Background: an optimization exercise with open tools, aiming at a short achievable clock period and few clock cycles per item. Do not read the settings as production practice.
Function was checked by simulation only, so behaviour that the tests miss may differ from the original.
No activity file was given, so power comes from the tool's default toggle rates.

==> design/flow/design.v <==
package pcq_pkg;
  localparam logic [2:0] CMD_INIT     = 3'd0;
  localparam logic [2:0] CMD_ENQUEUE  = 3'd1;
  localparam logic [2:0] CMD_CANCEL   = 3'd2;
  localparam logic [2:0] CMD_DISPATCH = 3'd3;
  localparam logic [2:0] CMD_MARK_ALL = 3'd4;
  localparam logic [2:0] ST_OK          = 3'd0;
  localparam logic [2:0] ST_NOT_RUNNING = 3'd1;
  localparam logic [2:0] ST_QUEUED      = 3'd2;
  localparam logic [2:0] ST_NONE        = 3'd3;
  localparam logic [2:0] ST_BAD_PRIO    = 3'd4;
  localparam logic [1:0] KIND_NONE     = 2'd0;
  localparam logic [1:0] KIND_DISPATCH = 2'd1;
  localparam logic [1:0] KIND_CANCEL   = 2'd2;
  localparam logic [0:0] CFG_RUNNING  = 1'b0;
  localparam logic [0:0] CFG_NUM_PRIO = 1'b1;
  typedef enum logic [1:0] {
    S_IDLE,
    S_EXEC,
    S_OUT
  } state_t;
  typedef struct packed {
    logic load;
    logic exec;
  } ctl_t;
  typedef struct packed {
    logic busy;
  } sts_t;
  typedef struct packed {
    logic [2:0] status;
    logic [1:0] result_kind;
    logic [4:0] out_command;
    logic [2:0] out_priority;
    logic       cancel_mark;
  } result_t;
endpackage
module pcq_ctrl (
  input  logic          clk,
  input  logic          rst_n,
  input  logic          in_fire,
  input  logic          out_fire,
  input  pcq_pkg::sts_t sts,
  output pcq_pkg::ctl_t ctl,
  output logic          in_ready,
  output logic          out_valid
);
  pcq_pkg::state_t state_r, state_nxt;
  always_ff @(posedge clk) begin
    if (!rst_n) begin
      state_r <= pcq_pkg::S_IDLE;
    end else begin
      state_r <= state_nxt;
    end
  end
  always_comb begin
    state_nxt = state_r;
    case (state_r)
      pcq_pkg::S_IDLE: if (in_fire) state_nxt = pcq_pkg::S_EXEC;
      pcq_pkg::S_EXEC: if (!sts.busy) state_nxt = pcq_pkg::S_OUT;
      pcq_pkg::S_OUT:  if (out_fire) state_nxt = pcq_pkg::S_IDLE;
      default:         state_nxt = pcq_pkg::S_IDLE;
    endcase
  end
  always_comb begin
    ctl.load  = 1'b0;
    ctl.exec  = 1'b0;
    in_ready  = 1'b0;
    out_valid = 1'b0;
    case (state_r)
      pcq_pkg::S_IDLE: begin
        in_ready = 1'b1;
        ctl.load = in_fire;
      end
      pcq_pkg::S_EXEC: ctl.exec = 1'b1;
      pcq_pkg::S_OUT:  out_valid = 1'b1;
      default: ;
    endcase
  end
endmodule
module pcq_dp #(
  parameter int MAX_COMMANDS   = 32,
  parameter int MAX_PRIORITIES = 8
) (
  input  logic              clk,
  input  logic              rst_n,
  input  pcq_pkg::ctl_t     ctl,
  output pcq_pkg::sts_t     sts,
  input  logic [2:0]        cmd,
  input  logic [4:0]        command_id,
  input  logic [2:0]        priority_req,
  input  logic              running,
  input  logic [3:0]        level_count,
  output pcq_pkg::result_t  res
);
  localparam int IW = (MAX_COMMANDS > 1) ? $clog2(MAX_COMMANDS) : 1;
  localparam int LW = (MAX_PRIORITIES > 1) ? $clog2(MAX_PRIORITIES) : 1;
  localparam int NW = $clog2(MAX_PRIORITIES + 1);
  logic [MAX_COMMANDS-1:0]   queued_r, cancel_r;
  logic [2:0]                sprio_r [MAX_COMMANDS];
  logic [IW-1:0]             next_r  [MAX_COMMANDS];
  logic [IW-1:0]             prev_r  [MAX_COMMANDS];
  logic [IW-1:0]             head_r  [MAX_PRIORITIES];
  logic [IW-1:0]             tail_r  [MAX_PRIORITIES];
  logic [MAX_PRIORITIES-1:0] nonempty_r;
  logic [2:0] cmd_r, prio_r;
  logic [4:0] id_r;
  logic [NW-1:0] np_r;
  logic run_r;
  pcq_pkg::result_t res_r, res_nxt;
  logic [NW-1:0] np_sat;
  always_comb begin
    if (level_count == 4'd0) np_sat = NW'(1);
    else if ({1'b0, level_count} > 5'(MAX_PRIORITIES)) np_sat = NW'(MAX_PRIORITIES);
    else np_sat = NW'(level_count);
  end
  logic          found;
  logic [LW-1:0] top_lvl;
  always_comb begin
    found   = 1'b0;
    top_lvl = '0;
    for (int l = 0; l < MAX_PRIORITIES; l++) begin
      if (nonempty_r[l] && (NW'(l) < np_r)) begin
        found   = 1'b1;
        top_lvl = LW'(l);
      end
    end
  end
  logic          id_ok;
  logic [IW-1:0] idx;
  assign id_ok = {27'd0, id_r} < MAX_COMMANDS;
  assign idx   = IW'(id_r);
  assign sts.busy = 1'b0;
  logic [IW-1:0] u_id, u_p, u_n;
  logic [LW-1:0] u_lvl;
  logic          u_head, u_tail;
  always_comb begin
    if (cmd_r == pcq_pkg::CMD_DISPATCH) begin
      u_id  = head_r[top_lvl];
      u_lvl = top_lvl;
    end else begin
      u_id  = idx;
      u_lvl = LW'(sprio_r[idx]);
    end
    u_p    = prev_r[u_id];
    u_n    = next_r[u_id];
    u_head = head_r[u_lvl] == u_id;
    u_tail = tail_r[u_lvl] == u_id;
  end
  logic enq_ok, unl_ok;
  assign enq_ok = id_ok && run_r && !queued_r[idx] && (prio_r < np_r);
  assign unl_ok = (cmd_r == pcq_pkg::CMD_CANCEL) ? (id_ok && queued_r[idx]) : found;
  always_comb begin
    res_nxt = '0;   
    case (cmd_r)
      pcq_pkg::CMD_INIT: begin
        if (!id_ok) res_nxt.status = pcq_pkg::ST_NONE;
        else if (queued_r[idx]) res_nxt.status = pcq_pkg::ST_QUEUED;
      end
      pcq_pkg::CMD_ENQUEUE: begin
        if (!id_ok) res_nxt.status = pcq_pkg::ST_NONE;
        else if (!run_r) res_nxt.status = pcq_pkg::ST_NOT_RUNNING;
        else if (queued_r[idx]) res_nxt.status = pcq_pkg::ST_QUEUED;
        else if (!enq_ok) res_nxt.status = pcq_pkg::ST_BAD_PRIO;
      end
      pcq_pkg::CMD_CANCEL: begin
        if (!unl_ok) res_nxt.status = pcq_pkg::ST_NONE;
        else begin
          res_nxt.result_kind  = pcq_pkg::KIND_CANCEL;
          res_nxt.out_command  = 5'(u_id);
          res_nxt.out_priority = sprio_r[u_id];
        end
      end
      pcq_pkg::CMD_DISPATCH: begin
        if (!unl_ok) res_nxt.status = pcq_pkg::ST_NONE;
        else begin
          res_nxt.result_kind  = pcq_pkg::KIND_DISPATCH;
          res_nxt.out_command  = 5'(u_id);
          res_nxt.out_priority = 3'(top_lvl);
          res_nxt.cancel_mark  = cancel_r[u_id];
        end
      end
      default: ;
    endcase
  end
  always_ff @(posedge clk) begin
    if (ctl.load) begin
      cmd_r  <= cmd;
      id_r   <= command_id;
      prio_r <= priority_req;
      np_r   <= np_sat;
      run_r  <= running;
    end
  end
  always_ff @(posedge clk) begin
    if (!rst_n) begin
      queued_r   <= '0;
      cancel_r   <= '0;
      nonempty_r <= '0;
    end else if (ctl.exec) begin
      res_r <= res_nxt;
      case (cmd_r)
        pcq_pkg::CMD_INIT: begin
          if (id_ok && !queued_r[idx]) cancel_r[idx] <= 1'b0;
        end
        pcq_pkg::CMD_ENQUEUE: begin
          if (enq_ok) begin
            if (nonempty_r[LW'(prio_r)]) begin
              next_r[tail_r[LW'(prio_r)]] <= idx;
              prev_r[idx] <= tail_r[LW'(prio_r)];
            end else begin
              head_r[LW'(prio_r)] <= idx;
              nonempty_r[LW'(prio_r)] <= 1'b1;
            end
            tail_r[LW'(prio_r)] <= idx;
            queued_r[idx] <= 1'b1;
            sprio_r[idx] <= prio_r;
          end
        end
        pcq_pkg::CMD_CANCEL, pcq_pkg::CMD_DISPATCH: begin
          if (unl_ok) begin
            if (u_head && u_tail) nonempty_r[u_lvl] <= 1'b0;
            else if (u_head) head_r[u_lvl] <= u_n;
            else if (u_tail) tail_r[u_lvl] <= u_p;
            else begin
              next_r[u_p] <= u_n;
              prev_r[u_n] <= u_p;
            end
            queued_r[u_id] <= 1'b0;
          end
        end
        pcq_pkg::CMD_MARK_ALL: begin
          for (int i = 0; i < MAX_COMMANDS; i++) begin
            if (queued_r[i] && (sprio_r[i] < np_r)) cancel_r[i] <= 1'b1;
          end
        end
        default: ;
      endcase
    end
  end
  assign res = res_r;
endmodule
module priority_command_queue_with_cancel #(
  parameter int MAX_COMMANDS   = 32,
  parameter int MAX_PRIORITIES = 8
) (
  input  logic        clk,
  input  logic        rst_n,
  input  logic        in_tvalid,
  output logic        in_tready,
  input  logic [15:0] in_tdata,    
  output logic        out_tvalid,
  input  logic        out_tready,
  output logic [15:0] out_tdata,   
  input  logic        cfg_valid,
  output logic        cfg_ready,
  input  logic [0:0]  cfg_index,
  input  logic [3:0]  cfg_data
);
  logic running_r;
  logic [3:0] num_prio_r;
  pcq_pkg::ctl_t ctl;
  pcq_pkg::sts_t sts;
  pcq_pkg::result_t res;
  assign cfg_ready = 1'b1;
  always_ff @(posedge clk) begin
    if (!rst_n) begin
      running_r  <= 1'b0;
      num_prio_r <= 4'd1;
    end else if (cfg_valid) begin
      case (cfg_index)
        pcq_pkg::CFG_RUNNING:  running_r  <= cfg_data[0];
        pcq_pkg::CFG_NUM_PRIO: num_prio_r <= cfg_data;
        default: ;
      endcase
    end
  end
  pcq_ctrl u_ctrl (
    .clk       (clk),
    .rst_n     (rst_n),
    .in_fire   (in_tvalid && in_tready),
    .out_fire  (out_tvalid && out_tready),
    .sts       (sts),
    .ctl       (ctl),
    .in_ready  (in_tready),
    .out_valid (out_tvalid)
  );
  pcq_dp #(
    .MAX_COMMANDS   (MAX_COMMANDS),
    .MAX_PRIORITIES (MAX_PRIORITIES)
  ) u_dp (
    .clk            (clk),
    .rst_n          (rst_n),
    .ctl            (ctl),
    .sts            (sts),
    .cmd            (in_tdata[2:0]),
    .command_id     (in_tdata[7:3]),
    .priority_req   (in_tdata[10:8]),
    .running        (running_r),
    .level_count    (num_prio_r),
    .res            (res)
  );
  assign out_tdata = {2'b00, res.cancel_mark, res.out_priority, res.out_command,
                      res.result_kind, res.status};
endmodule
==> design/flow/run.sh <==
#!/bin/bash
# synth_recipe.tcl (not shown) runs the flow's synth.tcl, then flattens the netlist and writes it again
# the make line also repeats each setting of config.mk as NAME=value (left out here)
make -C /OpenROAD-flow-scripts/flow DESIGN_CONFIG=/design/flow/config.mk WORK_HOME=/design/flow/orfs CLKGATE_MAP_FILE= SYNTH_SCRIPT=/design/flow/synth_recipe.tcl finish
==> design/flow/config.mk <==
export PLATFORM = sky130hd
export DESIGN_NAME = priority_command_queue_with_cancel
export DESIGN_NICKNAME = priority_command_queue_with_cancel
export VERILOG_FILES = /design/flow/design.v
export SDC_FILE = /design/flow/constraint.sdc
export NUM_CORES = 4
export LEC_CHECK = 0
export CAP_MARGIN = 20
export CORE_MARGIN = 2
export CORE_UTILIZATION = 40
export SLEW_MARGIN = 20
==> design/flow/constraint.sdc <==
create_clock -name core_clock -period 7.0 [get_ports {clk}]
set_input_delay 1.4000 -clock core_clock [delete_from_list [all_inputs] [get_ports {clk}]]
set_output_delay 1.4000 -clock core_clock [all_outputs]
set_load 0.01 [all_outputs]
==> reports/metrics.cfg <==
[status]
status=no timing/DRC/antenna violations

[route]
route.detailed.drc=0
ant_nets=0
viasPerCell=6.18
dr_total_vias=23400
routed_wl_mm=100
wl_per_cell_um=26.4
drt_iter0_drc=3289
drt-pass1-iter-count=7

[layout]
syn2layout_area_growth_pct=13.2
drive_gt1_frac=0.116
n_antenna_cell=0
fin_cells=3783
nets=2864

[synthesis]
synth_area_mm2=0.0306
seq_area_frac_synth=0.571
synth_cells=2712
synth_edf_count=526
async_flop_share=0
synth_flop_cell=edfxtp_1
yosysWarnings=4
yosys.cell_types.count=101
synth.avg_cell_area_um2=11.3
ys_seq_elements=610

[die]
die_w_um=281
start_util=0.404
die_h_um=281
boundaryPins=45
fp-row-count=101
fp.dieArea_mm2=0.0788
core_mm2=0.0758

[timing]
skew_ns=0.0296
final.setup.tns_ns=0
worst_slew_pin_slew_ns=1.18
timing.final.crit_share=0.936
slew_headroom=0.211
slew_violations=0
period_needed_ns=6.55
fmax_ghz=0.153
setup_violations=0
rsz0062_at_grt=no
finalHoldViolations=0

[clock_tree]
cts_buffers=70
insertion_delay_ns=0.65
cts.sinks=610
cts_root_buffer=clkbuf_16
htreeDepth=3
postCtsSetupRepairBufs=0
clkSlewWorstSetupHoldPaths_ns=0.06
hold_buffers=0
cts-resized-gates=0
cts_tree=done
clk_path_buf_depth=3

[critical_path]
critical-path-top-delay-family=compound AO/OA/AOI/OAI gates
crit_type=reg2reg
crit_slowest_cell=edfxtp_1
cp-end-kind=register
critPathBufInv=3
critPathMaxFanout=41
r2r-end=u_dp.prev_r[0][0]$_DFFE_PP_
cp.required_ns=7.27
cp.arrival_ns=6.82
max_stage_delay_ns=0.74
critPathLaunchType=register
rrSetupSlack_ns=0.45
cp_num_cells=16
critPathMostFrequentCell=buf_4
worstPathCellList=o21a_1 > o22ai_2 > a211oi_2 > buf_4 > mux2_2 > and3_1 > buf_4 > nand2_4 > nor2_1 > buf_4 > nand2_1 > a21oi_1 > nor4_1 > o221ai_1 > a32oi_2 > nor2b_1
reg2reg_depth=16
r2r_start=u_dp.np_r[3]$_SDFFCE_PP0P_

[flow_run]
maxCapViolCount=0

[placed_design]
dp_cells=3658
gp_congestion=0.974
portBuffers=36
hpwl_mm=68.1

[global_routing]
antenna_found_initial=0
grt_use_met1=0.355
grtUsageMet3=0.0430
grt_use_met2=0.394
grt_max_degree=68
grt_overflow_total=0
gr-max-usage-layer=met2
grt_use_total=0.251
grt_pass1_vias=22300
grt_pass1_wl_mm=148

[min_path]
holdPathEnd=u_dp.run_r$_DFFE_PP_
hp-class=reg2reg
worstHoldStart=running_r$_SDFFE_PN0P_
holdPathStages=0

[pwr]
power-per-cell-area_mw_per_mm2=265
p_leak_nw=11.9
irDropWorstVdd_v=0.000180

[flip-flops by register name, summed over array words and instances (netlist names), 4 cells and up, named ones only]
signal / flops
u_dp.queued_r: 32
u_dp.cancel_r: 32
u_dp.np_r: 4
num_prio_r: 4
u_dp.head_r: 40
u_dp.nonempty_r: 8
u_dp.res_r: 14
u_dp.id_r: 5
u_dp.next_r: 160
u_dp.tail_r: 40
u_dp.sprio_r: 96
u_dp.prev_r: 160
[Yosys cell counts (all sizes together) (8+ instances only)]
| library cell | count | area share |
|---|---|---|
| edfxtp | 526 | 0.52 |
| o22ai | 16 | 0.0037 |
| inv | 34 | 0.0042 |
| nor3 | 26 | 0.0046 |
| o221a | 28 | 0.010 |
| mux2i | 114 | 0.037 |
| a21boi | 10 | 0.0025 |
| a311oi | 29 | 0.0083 |
| xnor2 | 13 | 0.0037 |
| nor2b | 23 | 0.0047 |
| a32oi | 16 | 0.0053 |
| and3 | 42 | 0.0086 |
| clkbuf | 73 | 0.0089 |
| buf | 97 | 0.018 |
| nand4 | 24 | 0.0051 |
| o32ai | 8 | 0.0023 |
| a221oi | 10 | 0.0029 |
| mux2 | 21 | 0.0077 |
| a21oi | 147 | 0.024 |
| o21ai | 86 | 0.014 |
| nand2 | 418 | 0.052 |
| a22oi | 58 | 0.014 |
| and2 | 16 | 0.0033 |
| ha | 85 | 0.035 |
| nor4 | 9 | 0.0023 |
| a2111oi | 17 | 0.0059 |
| a31oi | 27 | 0.0062 |
| dfxtp | 84 | 0.055 |
| mux4 | 23 | 0.017 |
| a311o | 10 | 0.0033 |
| nor2 | 222 | 0.028 |
| a21o | 38 | 0.0093 |
| nand3 | 174 | 0.028 |
| nand2b | 37 | 0.0076 |
| o211ai | 13 | 0.0034 |
| a211oi | 25 | 0.0063 |
| o2111ai | 8 | 0.0023 |
[metal layers]
layer / wire length (um) / up-vias
met5: 0 / -
li1: - / 10400
met3: 8700 / 209
met4: 3160 / 0
met2: 45400 / 1243
met1: 42800 / 11500
[cell families (layout without fill, tap and decap cells)]
kind of cell | after synthesis | after routing | share of synthesized area
other | 2 | 3 | 0.000245
AND/OR/NAND/NOR | 1026 | 1026 | 0.153
AO/OA/AOI/OAI | 610 | 610 | 0.144
adder cells (fa/ha/maj) | 85 | 85 | 0.0347
multiplexers | 158 | 158 | 0.0619
flip-flops | 610 | 610 | 0.571
buffers and inverters | 207 | 299 | 0.0320
XOR/XNOR | 14 | 14 | 0.00400
[cells in the final DEF (no fill, tap or decap), types with 84 or more instances in the layout]
master    count
edfxtp_1    526
nand2_1     416
nor2_1      219
nand3_1     174
a21oi_1     143
mux2i_1     111
buf_4        99
ha_1         85
dfxtp_1      84
[where the power goes]
| group | switching [mW] | internal, mW | leakage (nW) |
|---|---|---|---|
| clock | 1.58 | 2.23 | 1.14 |
| sequential | 0.0258 | 4.00 | 5.42 |
| combinational | 0.929 | 0.409 | 5.34 |
[how the worst max path moves through the flow]
| stage | start | endpoint | slack, ns |
|---|---|---|---|
| after floorplan | u_dp.np_r[2]$_SDFFCE_PP0P_ | u_dp.next_r[0][2]$_DFFE_PP_ | 1.06 |
| after detailed placement | u_dp.np_r[3]$_SDFFCE_PP0P_ | u_dp.next_r[19][1]$_DFFE_PP_ | 0.68 |
| after global placement | u_dp.np_r[3]$_SDFFCE_PP0P_ | u_dp.next_r[7][1]$_DFFE_PP_ | 0.73 |
| after global routing | u_dp.np_r[3]$_SDFFCE_PP0P_ | u_dp.next_r[10][3]$_DFFE_PP_ | 0.16 |
| after CTS | u_dp.np_r[3]$_SDFFCE_PP0P_ | u_dp.prev_r[0][0]$_DFFE_PP_ | 0.62 |
| final | u_dp.np_r[3]$_SDFFCE_PP0P_ | u_dp.prev_r[0][0]$_DFFE_PP_ | 0.45 |
[final cells by class]
type                       count  area, um^2
sequential                   610       17500
clock inverter                35         497
fill                        6951       41200
clock buffer                  89        1880
multi-input combinational   1896       12300
tap                          978        1220
timing repair buffer         138        1160
inverter                      37         144
[stage by stage]
stage	total power, mW	setup slack, ns	hold WS, ns	area [um^2]	utilization
floorplan	4.93	1.06	0.408	30600	-
global placement	5.40	0.731	0.450	32200	0.425
detailed placement	5.41	0.679	0.437	32300	0.425
CTS	9.19	0.623	0.463	34600	0.457
global route	9.44	0.161	0.478	34700	0.457
finish	9.17	0.450	0.465	34700	0.457
Testbench counts, summed over its fixed seeds: cycles 36,000, items 12,000.

-- re-timing with driven ports --
The flow's constraints put no driver on any port. The routed layout listed below was extracted and timed again, unchanged, in two steps. Step 1, drivers: a clkbuf_16 drives clk and a buf_2 each remaining input, both assumed. Step 2 also shifts input and output timing later by t, the mid clock arrival at the registers, as if the neighbouring blocks saw the same clock. Three values: no drivers, after step 1, after step 2; two values: the first two.
t, ns: 0.699
setup WS [ns]: 0.450 / 0.450 / 0.450
worst register clock-pin slew, ns: 0.06 / 0.06
worst data-port slew with drivers (ns): 0.04
After both steps setup and hold are still met in this run. The setup slack of this run moves by 0.000 ns with the drivers and by 0.000 ns with both steps.
